From an optimization exercise on the open Yosys and OpenROAD flow, aimed at small area and a short achievable clock period; shortcuts taken in it are not production practice.
RTL that was checked went through simulation tests only; none was proved equivalent to the original.
No activity file was given, so power comes from the tool's default toggle rates.

run A:
==> flow/design.v (excerpt) <==
module ex_top (
    input logic clk,
    input logic arst_n,
    input logic [31:0] pc,
    input logic [31:0] inst,
    input logic [31:0] reg1,
    input logic [31:0] reg2,
    input logic [31:0] imm,
    input logic [4:0] id_rd_addr,
    input logic id_rd_we,
    input logic [31:0] ram_rdata,
    output logic ram_req,
    output logic ram_we,
    output logic [3:0] ram_sel,
    output logic [31:0] ram_addr,
    output logic [31:0] ram_wdata,
    output logic [4:0] rd_addr,
    output logic [31:0] rd_wdata,
    output logic rd_we,
    output logic jump_flag,
    output logic [31:0] jump_addr
);
    logic [6:0] opc;
    logic [2:0] f3;
    logic alt;
    assign opc = inst[6:0];
    assign f3 = inst[14:12];
    assign alt = inst[30];
    logic is_r, r_ok, is_i, is_lui, is_auipc, is_ld, is_st, is_br, is_jal, is_jalr;
    logic valid;
    assign is_r = (opc == 7'b0110011);
    assign r_ok = is_r && (inst[29:25] == 5'b00000) && !inst[31];
    assign is_i = (opc == 7'b0010011);
    assign is_lui = (opc == 7'b0110111);
    assign is_auipc = (opc == 7'b0010111);
    assign is_ld = (opc == 7'b0000011);
    assign is_st = (opc == 7'b0100011);
    assign is_br = (opc == 7'b1100011);
    assign is_jal = (opc == 7'b1101111);
    assign is_jalr = (opc == 7'b1100111);
    assign valid = r_ok | is_i | is_lui | is_auipc | is_ld | is_st | is_br | is_jal | is_jalr;
    logic [31:0] maddr;
    assign maddr = reg1 + imm;
    logic sel_r1, sel_pc;
    logic [31:0] base, xsum;
    assign sel_r1 = !inst[4] && !inst[3] && (!inst[6] || inst[2]);
  ...
clock: 6.5 ns
lec_check: 0
abc_area: 1
cap_margin: 20
core_margin: 2
core_utilization: 40
setup_slack_margin: 2.0
slew_margin: 20
standard.sh (not shown) runs the stock make flow with config.mk's settings and CLKGATE_MAP_FILE= SYNTH_SCRIPT=/design/flow/synth_recipe.tcl, a recipe that flattens the netlist after the stock synthesis.
==> flow/flow/run.sh <==
#!/bin/bash
# Standard layout, with the port buffers made from the smallest plain buffer.
cp standard.sh standard_sh_copy.txt
cp config.mk config_mk_copy.txt
export BUFFER_PORTS_ARGS="-buffer_cell sky130_fd_sc_hd__buf_1"
bash standard.sh > standard.log 2>&1
[inputs] run R vs run A
- swapping 2.0 for 2.5 in SETUP_SLACK_MARGIN
- putting TNS_END_PERCENT at 0 where nothing was set
Findings:
Run R has combinational power above what run A had.
The higher part of the total power dissipated in the clock network of run A and run R is in run R.
Run R: overall routing resource usage 2.9 points above run A
No functional check of the RTL was part of any run of this note.


Another version of the RTL of ex_top (not shown whole).
Size: about 1700 cells after synthesis, about 340 I/O pins, ~0.013 mm^2 of cells after synthesis.
// ex_top
module ex_top (
    input logic clk,
    input logic arst_n,
    input logic [31:0] pc,
    input logic [31:0] inst,
    input logic [31:0] reg1,
    input logic [31:0] reg2,
    input logic [31:0] imm,
    input logic [4:0] id_rd_addr,
    input logic id_rd_we,
    input logic [31:0] ram_rdata,
    output logic ram_req,
    output logic ram_we,
    output logic [3:0] ram_sel,
    output logic [31:0] ram_addr,
    output logic [31:0] ram_wdata,
    output logic [4:0] rd_addr,
    output logic [31:0] rd_wdata,
    output logic rd_we,
    output logic jump_flag,
    output logic [31:0] jump_addr
);
Settings: LEC_CHECK=0, CAP_MARGIN=20, CORE_MARGIN=2, CORE_UTILIZATION=40, SETUP_SLACK_MARGIN=1.5, SLEW_MARGIN=20; clock period 6.5 ns.
Scripts as last shown in full above: flow/flow/run.sh
The first run finished with timing, DRC and antenna clean.
Then changed:
- SETUP_SLACK_MARGIN: 1.5 -> 0.2
=>
- The changed run ran to the end with no violations
- power goes down by 5.6%
- worst hold slack degrades by 0.0042 ns
- non-clock buffer count drops by 41
- via count went down by 2.7%
- setup slack got worse by 1.0 ns
- clock power climbs by 6.7%
- routed wire length goes down by 3.7%
- count of clock-buffer cells in the layout is unchanged
- maximum frequency goes down by 16%
- final area is lower by 8.9%
- global-route usage goes down by 1.5 points
Then changed:
- SETUP_SLACK_MARGIN: 0.2 -> 1.0
What happened: Die area is unchanged. Clock power fell by a few percent. Synthesized area is unchanged. Power stays flat. Global-route usage fell by 0.62 points. Fmax rose by roughly a tenth. Worst setup slack is better by 0.71 ns. Wire length fell slightly. Hold slack is better by 0.015 ns. Sequential power hardly moves.
Then changed:
- SETUP_SLACK_MARGIN: 1.0 -> 2.0
Effect: The changed run completed without violations. Worst setup slack gets better by 0.25 ns. Die area stays the same. Area after synthesis does not change. Final cell count rose by a few percent. Cell area came out higher by about a fifth. Core utilization rises by 9.5 points. Sequential share of layout area decreases by 1.5 points. Total power went up by about a fifth. Clock-buffer cell count falls by 3.
No functional check of the RTL was part of any run of this note.


== nickel ==
ex_top, a different RTL version from the one above (not shown whole).
For scale: about 2300 cells after synthesis, about 340 I/O pins, about 13000 um^2 of cells after synthesis.
==> flow/design.v (excerpt) <==
module ex_top (
    input logic clk,
    input logic arst_n,
    input logic [31:0] pc,
    input logic [31:0] inst,
    input logic [31:0] reg1,
    input logic [31:0] reg2,
    input logic [31:0] imm,
    input logic [4:0] id_rd_addr,
    input logic id_rd_we,
    input logic [31:0] ram_rdata,
    output logic ram_req,
    output logic ram_we,
    output logic [3:0] ram_sel,
    output logic [31:0] ram_addr,
    output logic [31:0] ram_wdata,
    output logic [4:0] rd_addr,
    output logic [31:0] rd_wdata,
    output logic rd_we,
    output logic jump_flag,
    output logic [31:0] jump_addr
);
==> flow/config.mk <==
export PLATFORM = sky130hd
export DESIGN_NAME = ex_top
export DESIGN_NICKNAME = ex_top
export VERILOG_FILES = /design/flow/design.v
export SDC_FILE = /design/flow/constraint.sdc
export NUM_CORES = 4
export LEC_CHECK = 0
export ABC_AREA = 1
export CAP_MARGIN = 20
export CORE_MARGIN = 2
export CORE_UTILIZATION = 40
export CTS_BUF_LIST = sky130_fd_sc_hd__clkbuf_8
export SETUP_SLACK_MARGIN = 2.0
export SLEW_MARGIN = 20
==> flow/constraint.sdc <==
create_clock -name core_clock -period 6.5 [get_ports {clk}]
set_input_delay 1.3000 -clock core_clock [delete_from_list [all_inputs] [get_ports {clk}]]
set_output_delay 1.3000 -clock core_clock [all_outputs]
set_load 0.01 [all_outputs]
Scripts as last shown in full above: flow/flow/run.sh
Both conditions hold for nickel: the flow ran to the end and the final layout passed the timing, design-rule and antenna checks.
diff inputs: nickel => juniper
diff --git a/flow/flow/run.sh b/flow/flow/run.sh
--- a/flow/flow/run.sh
+++ b/flow/flow/run.sh
@@ -5,0 +6 @@
+export REMOVE_ABC_BUFFERS=1
[summary]
- Compared juniper vs nickel, and clock power share is down in juniper.
- Between nickel and juniper, the flow reports via count decreasing slightly.
- The cell area of nickel and that of juniper are within noise of each other.
- juniper has post-cts gate resize count above what nickel had.
- juniper: detail-routed via count per cell lower than nickel
- Power (juniper over nickel): decrease, 46 uW
- juniper ended with less count of clock-buffer cells in the layout than nickel.
What ember does differently from juniper at the input level:
# juniper
export LEC_CHECK = 0
export ABC_AREA = 1
export CAP_MARGIN = 20
export CORE_MARGIN = 2
export CORE_UTILIZATION = 40
export CTS_BUF_LIST = sky130_fd_sc_hd__clkbuf_8
export SETUP_SLACK_MARGIN = 2.0
export SLEW_MARGIN = 20
create_clock -name core_clock -period 6.5 [get_ports {clk}]
# ember
export LEC_CHECK = 0
export ABC_AREA = 1
export CAP_MARGIN = 20
export CORE_MARGIN = 2
export CORE_UTILIZATION = 40
export SETUP_SLACK_MARGIN = 2.0
export SLEW_MARGIN = 20
create_clock -name core_clock -period 6.5 [get_ports {clk}]
diff --git a/flow/flow/run.sh b/flow/flow/run.sh
--- a/flow/flow/run.sh
+++ b/flow/flow/run.sh
@@ -6 +5,0 @@
-export REMOVE_ABC_BUFFERS=1
--- outcome ---
Diff juniper -> ember: total number of tap cells ~0 delta; worst setup slack before clock tree synthesis now smaller.
ember: PASS, flow complete, no timing, DRC or antenna violations
Having completed the whole flow, juniper delivered a layout that passed the timing, design-rule and antenna checks.
Diff juniper -> ember: final cycle utilization of the critical path rose 0.18 points; post-place instance area rose 0.52%.
Diff ember..juniper | netlist area before placement | unchanged


## build 27
Another version of the RTL of ex_top (not shown whole).
For scale: ~2400 cells after synthesis, ~71 flip-flops, roughly 340 I/O pins, roughly 0.013 sq mm of cells after synthesis.
Settings: LEC_CHECK=0, ABC_AREA=1, CAP_MARGIN=20, CORE_MARGIN=2, CORE_UTILIZATION=40, GPL_TIMING_DRIVEN=0, SETUP_SLACK_MARGIN=2.0, SLEW_MARGIN=20; clock period 6.5 ns.
==> flow/flow/run.sh <==
#!/bin/bash
# Standard layout, with the port buffers made from the smallest plain buffer.
cp standard.sh standard_sh_copy.txt
cp config.mk config_mk_copy.txt
export BUFFER_PORTS_ARGS="-buffer_cell sky130_fd_sc_hd__buf_1"
bash standard.sh > standard.log 2>&1
Build 27 finished end to end and its layout was clean on timing, DRC and antenna.
Relative to build 27, the following input files were edited for build 7:
- clearing GPL_TIMING_DRIVEN, which used to be 0
-- flow/flow/run.sh --
<<< build 27, line 2
# Standard layout, with the port buffers made from the smallest plain buffer.
>>> build 7, line 2
# Standard layout, with the port buffers made from the smallest plain buffer,
# and gates off the critical paths sized back down after timing repair.
<<< build 27, line 6
>>> build 7, line 7
export RECOVER_POWER=100
Notes after the runs:
- The sole clean run among build 27 and build 7 is build 27.
- Die area came out exactly the same in build 27 and build 7.
- Relative to build 27, build 7 degrades worst setup slack.
- Build 7 supports a lower top clock frequency than build 27.
[inputs] build 14 vs build 7
==> flow/flow/run.sh <==
#!/bin/bash
# Standard layout with two changes:
#  - the port buffers are made from the smallest plain buffer;
#  - ABC's area script maps without its own buffering and sizing (the resizer in the
#    layout flow sizes and buffers the gates anyway).
set -e
cp standard.sh standard_sh_copy.txt
cp config.mk config_mk_copy.txt
rm -rf scripts_copy
cp -r "$FLOW_HOME/scripts" scripts_copy
cp flow/abc_area.script scripts_copy/abc_area.script
export BUFFER_PORTS_ARGS="-buffer_cell sky130_fd_sc_hd__buf_1"
bash standard.sh SCRIPTS_DIR="$PWD/scripts_copy" finish > standard.log 2>&1
==> flow/flow/abc_area.script (new file) <==
strash
dch
map -B 0.9
topo
stime -c
Results
Summary — total half-perimeter wirelength after legalization and detailed placement, build 14 relative to build 7: lower, by 4.0%. [build 14 vs build 7] total routing resource utilization after global routing: higher in build 14. Fmax (build 14 / build 7): 1.2. Synthesized area: build 14 < build 7. [compare] base=build 7 new=build 14: fraction of standard cell area that is sequential went down 0.23 points, final instance area went up, clock edge transition at the registers on the reported setup and hold paths ~0 delta, fraction of synthesis flops using an asynchronous set or reset pin level. Build 14: PASS, flow complete, no timing, DRC or antenna violations. Note that the length of routed wiring on met1 recorded for build 14 amounts to 0.945 times the value seen in build 7. In build 14, the via count came out 0.60% below the value in build 7.
Setup changes, build 14 to build 39
==> flow/flow/run.sh <==
#!/bin/bash
# Standard layout, with the port buffers made from the smallest plain buffer.
cp standard.sh standard_sh_copy.txt
cp config.mk config_mk_copy.txt
export BUFFER_PORTS_ARGS="-buffer_cell sky130_fd_sc_hd__buf_1"
bash standard.sh > standard.log 2>&1
removed: flow/flow/abc_area.script
### Flow results
- In build 39 relative to build 14, via count of the first global-routing pass had gone up slightly.
- Run comparison: build 39 timing endpoint of the critical path ram_addr[22]; build 14 timing endpoint of the critical path ram_addr[30]
- Build 39: count of placed standard cells including taps 27 above build 14
- Comparing build 39 and build 14, layout overhead on the synthesized area is higher on build 14.
- Compare build 39 and build 14 | mapped cell area lower: build 14
- Looking only at cell count, and setting everything else aside, the higher value of build 39 and build 14 goes to build 39.
The following lists how build 81 was set up differently from build 39:
- SETUP_SLACK_MARGIN now 2.5, was 2.0
==> results.txt <==
- After synthesis and placement, the instance count of build 81 is above that of build 39.
- Summary of build 81 over build 39: buffering stage count on the worst path with inverters included shrank by 2; critical path depth has decreased.
- Combinational power ends up higher on build 81.


pepper:
Another version of the RTL of ex_top (not shown whole).
For scale: roughly 2400 cells after synthesis, ~71 flip-flops, about 340 I/O pins, ~14000 sq um of cells after synthesis.
==> flow/design.v (excerpt) <==
module ex_top (
    input logic clk,
    input logic arst_n,
    input logic [31:0] pc,
    input logic [31:0] inst,
    input logic [31:0] reg1,
    input logic [31:0] reg2,
    input logic [31:0] imm,
    input logic [4:0] id_rd_addr,
    input logic id_rd_we,
    input logic [31:0] ram_rdata,
    output logic ram_req,
    output logic ram_we,
    output logic [3:0] ram_sel,
    output logic [31:0] ram_addr,
    output logic [31:0] ram_wdata,
    output logic [4:0] rd_addr,
    output logic [31:0] rd_wdata,
    output logic rd_we,
    output logic jump_flag,
    output logic [31:0] jump_addr
);
export LEC_CHECK = 0
export ABC_AREA = 1
export CAP_MARGIN = 20
export CORE_MARGIN = 2
export CORE_UTILIZATION = 40
export SETUP_SLACK_MARGIN = 2.0
export SLEW_MARGIN = 20
create_clock -name core_clock -period 6.5 [get_ports {clk}]
==> flow/flow/run.sh <==
#!/bin/bash
# Standard layout, with the port buffers made from the smallest plain buffer.
cp standard.sh standard_sh_copy.txt
cp config.mk config_mk_copy.txt
export BUFFER_PORTS_ARGS="-buffer_cell sky130_fd_sc_hd__buf_1"
bash standard.sh > standard.log 2>&1
[inputs] amber vs pepper
Settings: changing SETUP_SLACK_MARGIN from 2.0 to 1.5; changing CORE_UTILIZATION from 40 to 50; removing ABC_AREA (formerly 1).
--- outcome ---
- | total number of vias | amber vs pepper | better |
- Lower final cell count without fillers among pepper and amber: amber
- For the die area, amber came in about 28% lower than pepper did.
- In the tables for pepper and amber, overall routed net length reads lower with amber.
### amber -> willow
Settings: SETUP_SLACK_MARGIN: 1.5 -> 1.0; CORE_UTILIZATION: 50 -> 40.
Results
- As of willow, area of combinational cells with multiple inputs had fallen by a few percent compared to amber.
- willow ends up with a worst hold slack that is 0.0073 ns lower than in amber.
- [compare] base=amber new=willow: detail-routed via count per cell went down 3.7%; post-route fraction of the period consumed by the critical path went up 3.9 points; combinational-cell power consumption went down about 3%; layout-stage area growth over the synthesis result went down 3.4 points.


== job 3959 ==
ex_top with an RTL version that a note above also has.
Size: about 71 flip-flops, roughly 340 I/O pins, about 13000 um^2 of cells after synthesis.
Design ex_top, start of the top module:
module ex_top (
    input logic clk,
    input logic arst_n,
    input logic [31:0] pc,
    input logic [31:0] inst,
    input logic [31:0] reg1,
    input logic [31:0] reg2,
    input logic [31:0] imm,
    input logic [4:0] id_rd_addr,
    input logic id_rd_we,
    input logic [31:0] ram_rdata,
    output logic ram_req,
    output logic ram_we,
    output logic [3:0] ram_sel,
    output logic [31:0] ram_addr,
    output logic [31:0] ram_wdata,
    output logic [4:0] rd_addr,
    output logic [31:0] rd_wdata,
    output logic rd_we,
    output logic jump_flag,
    output logic [31:0] jump_addr
);
    logic [6:0] opc;
    logic [2:0] f3;
    logic alt;
    assign opc = inst[6:0];
    assign f3 = inst[14:12];
    assign alt = inst[30];
    logic is_r, r_ok, is_i, is_lui, is_auipc, is_ld, is_st, is_br, is_jal, is_jalr;
    logic valid;
    assign is_r = (opc == 7'b0110011);
    assign r_ok = is_r && (inst[29:25] == 5'b00000) && !inst[31];
    assign is_i = (opc == 7'b0010011);
    assign is_lui = (opc == 7'b0110111);
    assign is_auipc = (opc == 7'b0010111);
    assign is_ld = (opc == 7'b0000011);
    assign is_st = (opc == 7'b0100011);
    assign is_br = (opc == 7'b1100011);
    assign is_jal = (opc == 7'b1101111);
    assign is_jalr = (opc == 7'b1100111);
    assign valid = r_ok | is_i | is_lui | is_auipc | is_ld | is_st | is_br | is_jal | is_jalr;
    logic [31:0] maddr;
    logic [31:0] mp, mg, mgg, mc;
    assign mp = reg1 ^ imm;
    assign mg = reg1 & imm;
    assign mgg = {mg[31:2], mg[1] | ((reg1[1] | imm[1]) & reg1[0] & imm[0]), mg[0]};
    ex_prefix_ks u_mpfx (.p(mp), .g(mgg), .c(mc));
    assign maddr = mp ^ {mc[30:0], 1'b0};
    logic sel_r1, sel_pc;
    logic [31:0] base, xsum;
  ...
==> flow/config.mk <==
export PLATFORM = sky130hd
export DESIGN_NAME = ex_top
export DESIGN_NICKNAME = ex_top
export VERILOG_FILES = /design/flow/design.v
export SDC_FILE = /design/flow/constraint.sdc
export NUM_CORES = 4
export LEC_CHECK = 0
export ABC_AREA = 1
export CAP_MARGIN = 20
export CORE_MARGIN = 2
export CORE_UTILIZATION = 40
export CTS_CLUSTER_SIZE = 36
export SETUP_SLACK_MARGIN = 2.0
export SLEW_MARGIN = 20
==> flow/constraint.sdc <==
create_clock -name core_clock -period 6.5 [get_ports {clk}]
set_input_delay 1.3000 -clock core_clock [delete_from_list [all_inputs] [get_ports {clk}]]
set_output_delay 1.3000 -clock core_clock [all_outputs]
set_load 0.01 [all_outputs]
Scripts as last shown in full above: flow/flow/run.sh
> inputs changed (job 3959 -> job 1859)
- a change of SETUP_SLACK_MARGIN from 2.0 to 1.8
- a deleted CTS_CLUSTER_SIZE that had been 36
Results
- Re TritonCTS buffer count: no difference whatsoever between job 1859 and job 3959.
- When job 1859 is measured against job 3959, its maximum frequency turns out 8.7 MHz lower.
- In job 1859, routed via count is lower than in job 3959.
- Job 3959 has higher worst setup margin than job 1859.
- Job 3959 has higher clock power than job 1859.
- Looking at design area across job 1859 and job 3959, the one that comes out lower is job 1859.
The following lists how job 4945 was set up differently from job 1859:
- SLEW_MARGIN changed from 20 to 5
- CAP_MARGIN changed from 20 to 5
- SETUP_SLACK_MARGIN changed from 1.8 to 2.0
Findings:
Between job 4945 and job 1859, it is job 4945 whose power per cell area is lower, by about 1.1%.
On synthesized cell area, job 4945 and job 1859 are neck and neck.
On synthesis-to-layout area growth, the lower figure sits with job 1859, not job 4945.
The higher post-CTS setup-driven buffer insertion count of job 4945 and job 1859 is in job 4945.
Static leakage in job 4945 is 2.4% above job 1859.
Taking job 1859 as the reference, in job 4945 final net count moved up, via count normalized by instance count level.
On number of cells on the critical path: between job 4945 and job 1859, it ends up lower for job 1859.
Changes in job 3800 relative to job 4945:
- putting TNS_END_PERCENT at 0 where nothing was set
- swapping 5 for 20 in SLEW_MARGIN
- swapping 5 for 20 in CAP_MARGIN
## What came out
- Critical path endpoint = ram_addr[27]: job 3800; critical path endpoint = ram_addr[28]: job 4945
- Vias: job 3800 below job 4945
- Number of fill cells in the layout (higher): job 3800
- Job 4945 → job 3800: non-clock buffer count lower; share of the cycle needed by the critical path after routing shows an increase of 1.8 points; total wirelength of the detailed-routed design decreased 0.86%; cell count essentially unchanged.

==> separate check: timing with driven ports <==
The results above use ideal ports. As a check the final layouts listed here were re-extracted and re-timed, cells and wires unchanged. Step 1: set_driving_cell puts a clkbuf_16 on clk and a buf_2 on each other input, an assumption about the parent block. Step 2 adds t to the input delays and takes it off the output delays; t is the mean of the earliest and latest rising clock arrival at the registers after step 1. Input paths then give back, and output paths get back, about the clock's delay inside the block. Three values: ideal, step 1, step 2; two values: the first two.
run | shift t [ns] | setup slack, ns | worst hold slack (ns) | latest minus earliest clock arrival (ns) | slew at the worst register clock pin (ns)
run A | 0.432 | 1.997 / 1.973 / 1.653 | 0.683 / 0.653 / 1.085 | 0.012 / 0.012 | 0.07 / 0.07
run R | 0.447 | 2.060 / 2.034 / 1.694 | 0.693 / 0.671 / 1.118 | 0.010 / 0.010 | 0.07 / 0.07
the first run of note 2 | 0.426 | 1.349 / 1.320 / 1.055 | 0.700 / 0.672 / 1.098 | 0.014 / 0.014 | 0.07 / 0.07
the second run of note 2 | 0.430 | 0.338 / 0.318 / 0.318 | 0.696 / 0.667 / 1.097 | 0.017 / 0.017 | 0.07 / 0.07
the third run of note 2 | 0.413 | 1.049 / 1.028 / 0.794 | 0.711 / 0.682 / 1.095 | 0.016 / 0.016 | 0.07 / 0.07
the fourth run of note 2 | 0.416 | 1.294 / 1.259 / 1.213 | 0.720 / 0.691 / 1.107 | 0.016 / 0.017 | 0.07 / 0.07
nickel | 0.482 | 2.015 / 1.990 / 1.610 | 0.662 / 0.642 / 1.124 | 0.029 / 0.029 | 0.11 / 0.11
juniper | 0.475 | 2.054 / 2.031 / 1.737 | 0.677 / 0.650 / 1.125 | 0.019 / 0.020 | 0.10 / 0.10
ember | 0.442 | 2.042 / 2.021 / 1.681 | 0.703 / 0.681 / 1.123 | 0.022 / 0.022 | 0.08 / 0.08
build 27 | 0.444 | 1.985 / 1.949 / 1.575 | 0.742 / 0.711 / 1.155 | 0.022 / 0.023 | 0.08 / 0.08
build 7 | 0.439 | 0.963 / 0.928 / 0.712 | 0.726 / 0.703 / 1.142 | 0.025 / 0.024 | 0.09 / 0.09
build 14 | 0.418 | 2.056 / 1.981 / 1.704 | 0.709 / 0.691 / 1.109 | 0.015 / 0.016 | 0.08 / 0.08
build 39 | 0.436 | 2.051 / 1.992 / 1.687 | 0.728 / 0.705 / 1.141 | 0.023 / 0.024 | 0.09 / 0.09
build 81 | 0.442 | 2.174 / 2.111 / 2.095 | 0.726 / 0.705 / 1.147 | 0.034 / 0.034 | 0.10 / 0.10
pepper | 0.437 | 2.012 / 1.986 / 1.829 | 0.702 / 0.681 / 1.118 | 0.026 / 0.026 | 0.08 / 0.08
amber | 0.409 | 1.299 / 1.261 / 1.222 | 0.715 / 0.688 / 1.097 | 0.016 / 0.016 | 0.08 / 0.08
willow | 0.417 | 1.045 / 1.019 / 0.741 | 0.708 / 0.680 / 1.097 | 0.013 / 0.013 | 0.08 / 0.08
job 3959 | 0.442 | 2.042 / 2.021 / 1.681 | 0.703 / 0.681 / 1.123 | 0.022 / 0.022 | 0.08 / 0.08
job 1859 | 0.444 | 1.861 / 1.810 / 1.554 | 0.705 / 0.681 / 1.125 | 0.022 / 0.022 | 0.08 / 0.08
job 4945 | 0.442 | 2.042 / 2.021 / 1.681 | 0.703 / 0.681 / 1.123 | 0.022 / 0.022 | 0.08 / 0.08
job 3800 | 0.443 | 1.927 / 1.900 / 1.605 | 0.705 / 0.681 / 1.124 | 0.020 / 0.020 | 0.08 / 0.08
The setup slack of build 27, which loses most, moves by -0.036 ns with the drivers and by -0.410 ns with both steps.
